From an optimization exercise on the open Yosys and OpenROAD flow, aimed at small area; shortcuts taken in it are not production practice. The RTL was checked by simulation tests, not by an equivalence proof against the original design. Power and IR drop assume default switching activity.

Setup of cedar:
## reg_file
module reg_file #(
    parameter int unsigned DATA_WIDTH = 32,
    parameter int unsigned ADDR_WIDTH = 5,
    parameter int unsigned NUM_REGS   = 32
) (
    input  logic                  clk,
    input  logic                  rst_n,
    input  logic                  reg_write,
    input  logic [ADDR_WIDTH-1:0] write_addr,
    input  logic [DATA_WIDTH-1:0] write_data,
    input  logic [ADDR_WIDTH-1:0] read_addr1,
    input  logic [ADDR_WIDTH-1:0] read_addr2,
    output logic [DATA_WIDTH-1:0] read_data1,
    output logic [DATA_WIDTH-1:0] read_data2
);
Size: roughly 4300 cells after synthesis, ~1000 flip-flops, ~110 I/O pins, about 40000 um^2 of cells after synthesis.
clock: 5.0 ns
lec_check: 0
cap_margin: 10
core_margin: 2
core_utilization: 50
gpl_timing_driven: 0
place_density: 0.65
setup_slack_margin: 0.25
slew_margin: 10
synth_hierarchical: 1
standard.sh (not shown) runs the stock make flow with config.mk's settings and CLKGATE_MAP_FILE= SYNTH_SCRIPT=/design/flow/synth_recipe.tcl, a recipe that flattens the netlist after the stock synthesis.
==> flow/flow/run.sh <==
#!/bin/bash
# Layout flow: the standard ORFS flow (standard.sh) with extra ORFS
# variables that trim area overhead:
#  - remove the buffers ABC inserted before placement (the resizer re-buffers
#    only where needed),
#  - plain buf_1 cells as the port buffers,
#  - post-placement repair_design limited to buffers up to buf_4
#    and gate upsizing of XOR/XNOR (flow/pre_resize.tcl); later timing repair is unrestricted,
#  - clock tree: larger sink clusters driven by clkbuf_16, no dummy loads,
# ORFS writes each tool's full log under orfs/logs/; make's own output goes to
# flow_make.log in the work folder.
set -euo pipefail
here=$(pwd)
bash standard.sh \
  REMOVE_ABC_BUFFERS=1 \
  "BUFFER_PORTS_ARGS=-buffer_cell sky130_fd_sc_hd__buf_1" \
  "PRE_RESIZE_TCL=$here/flow/pre_resize.tcl" \
  "CTS_ARGS=-sink_clustering_enable -repair_clock_nets -dont_use_dummy_load -sink_clustering_size 24 -sink_clustering_max_diameter 150 -buf_list {sky130_fd_sc_hd__clkbuf_16}" \
  finish > flow_make.log 2>&1
==> flow/flow/pre_resize.tcl <==
# Sourced by ORFS before the post-placement repair_design step. That step
# otherwise fixes every long, high-fanout net with the largest buffers in the
# library, or by upsizing the driving gate to its largest size; capping both
# here leaves the timing-critical nets to the later repair_timing steps, which
# size only where slack demands it.
set_dont_use {
  sky130_fd_sc_hd__buf_6 sky130_fd_sc_hd__buf_8 sky130_fd_sc_hd__buf_12
  sky130_fd_sc_hd__buf_16 sky130_fd_sc_hd__bufbuf_8 sky130_fd_sc_hd__bufbuf_16
  sky130_fd_sc_hd__clkbuf_8 sky130_fd_sc_hd__clkbuf_16
  sky130_fd_sc_hd__xor2_2 sky130_fd_sc_hd__xor2_4
  sky130_fd_sc_hd__xnor2_2 sky130_fd_sc_hd__xnor2_4
}
cedar: all stages complete, timing, DRC and antenna checks passed
Setup changes, cedar to pepper
==> flow/config.mk <==
export PLATFORM = sky130hd
export DESIGN_NAME = reg_file
export DESIGN_NICKNAME = reg_file
export VERILOG_FILES = /design/flow/design.v
export SDC_FILE = /design/flow/constraint.sdc
export NUM_CORES = 4
export LEC_CHECK = 0
export CAP_MARGIN = 10
export CORE_MARGIN = 2
export CORE_UTILIZATION = 55
export GPL_TIMING_DRIVEN = 0
export PLACE_DENSITY = 0.6
export SETUP_SLACK_MARGIN = 0.2
export SLEW_MARGIN = 10
export SYNTH_HIERARCHICAL = 1
==> comparison <==
- Changes observed in pepper relative to cedar: number of cells on the critical path saw a decrease, logic gate share of total power saw little to no change, filler cell count in the final layout saw a decrease.
- Site row count for pepper: 4 down relative to cedar
- Across both runs, maximum ir drop on the vdd rail was higher for pepper than for cedar.
The following lists how violet was set up differently from pepper:
==> flow/config.mk <==
export PLATFORM = sky130hd
export DESIGN_NAME = reg_file
export DESIGN_NICKNAME = reg_file
export VERILOG_FILES = /design/flow/design.v
export SDC_FILE = /design/flow/constraint.sdc
export NUM_CORES = 4
export LEC_CHECK = 0
export CAP_MARGIN = 10
export CORE_MARGIN = 2
export CORE_UTILIZATION = 50
export GPL_TIMING_DRIVEN = 0
export PLACE_DENSITY = 0.55
export SETUP_SLACK_MARGIN = 0.1
export SLEW_MARGIN = 10
export SYNTH_HIERARCHICAL = 1
==> run summary <==
- Final checks on violet, whose flow otherwise completed, came back failing, citing setup timing.
- Relative to pepper, y dimension of the die increased by 4.8% in violet.
- pepper → violet: critical path's largest stage delay decreased 0.10 ns; power about even; final design instance area without fill down 0.36%; wire length of the first global-routing pass shows an increase of 1.1%.
- Number of max-slew violations in the final report: pepper vs violet identical
What maple does differently from violet at the input level:
==> flow/config.mk <==
export PLATFORM = sky130hd
export DESIGN_NAME = reg_file
export DESIGN_NICKNAME = reg_file
export VERILOG_FILES = /design/flow/design.v
export SDC_FILE = /design/flow/constraint.sdc
export NUM_CORES = 4
export LEC_CHECK = 0
export CAP_MARGIN = 10
export CORE_MARGIN = 2
export CORE_UTILIZATION = 40
export GPL_TIMING_DRIVEN = 0
export PLACE_DENSITY = 0.45
export SETUP_SLACK_MARGIN = 0.2
export SLEW_MARGIN = 10
export SYNTH_HIERARCHICAL = 1
Findings:
Every run in maple and violet closed cleanly, with the single exception of violet.
The flow completed for violet, but it is not clean: the layout still shows setup timing.
Changes observed in maple relative to violet: number of nets in the layout picked up an extra 40, cell count along the critical path higher.
Going from violet to maple, the met1 usage in global routing was found to have gone down by 6.1 points.
Comparing met3 routing resource usage after global routing for maple and violet, the bigger number came from violet.
When the final numbers for maple and violet were put side by side, the minimum setup slack in the final design turned out to be greater in maple.
Summary of maple over violet: final clock period utilization by the worst path went down by 5.2 points, hold slack went down by 0.055 ns, horizontal die dimension went up by 33 um, fmax went up by 11 MHz.
Design area (maple vs. violet) increases by a few percent
Sort maple and violet by wire length on met3, descending, and violet comes first.
The following lists how garnet was set up differently from maple:
-- flow/config.mk --
<<< maple, line 8
export CAP_MARGIN = 10
export CORE_MARGIN = 2
export CORE_UTILIZATION = 40
export GPL_TIMING_DRIVEN = 0
export PLACE_DENSITY = 0.45
export SETUP_SLACK_MARGIN = 0.2
export SLEW_MARGIN = 10
>>> garnet, line 8
export CAP_MARGIN = 10
export CORE_MARGIN = 2
export CORE_UTILIZATION = 50
export GPL_TIMING_DRIVEN = 0
export PLACE_DENSITY = 0.55
export SETUP_SLACK_MARGIN = 0.2
export SLEW_MARGIN = 10
Findings:
- Between garnet and maple, the portion of total power attributed to combinational logic figures differ only marginally.
- Compare garnet and maple | length of routed wiring on met1 higher: maple
- As far as top-level I/O count goes, maple and garnet are indistinguishable; the numbers are identical.
- Compared to maple, garnet has leakage power of the design about 1.7% lower.

[port drivers added, routing unchanged]
Ports are ideal in the flow. The routed layouts listed here were re-timed in OpenROAD. Step 1: set_driving_cell puts a clkbuf_16 on clk and a buf_2 on each other input, an assumption about the parent block. Step 2 also shifts input and output timing later by t, the mid clock arrival at the registers, as if the neighbouring blocks saw the same clock. Three values: ideal ports, drivers, drivers and shift; two values: the first two.
| run | t, ns | slack for setup (ns) | worst setup path at the end | clock arrival spread, ns | worst slew at a driven data input, ns |
|---|---|---|---|---|---|
| cedar | 0.705 | 0.174 / 0.150 / 0.150 | input to output | 0.056 / 0.056 | 0.05 |
| pepper | 0.712 | 0.141 / 0.101 / 0.101 | input to output | 0.033 / 0.033 | 0.15 |
| violet | 0.702 | -0.053 / -0.074 / -0.074 | input to output | 0.028 / 0.028 | 0.04 |
| maple | 0.730 | 0.209 / 0.187 / 0.187 | input to output | 0.060 / 0.059 | 0.19 |
| garnet | 0.696 | 0.146 / 0.117 / 0.117 | input to output | 0.029 / 0.028 | 0.04 |
For pepper, which loses most, drivers alone change the setup slack by -0.040 ns; drivers and shift together by -0.040 ns.
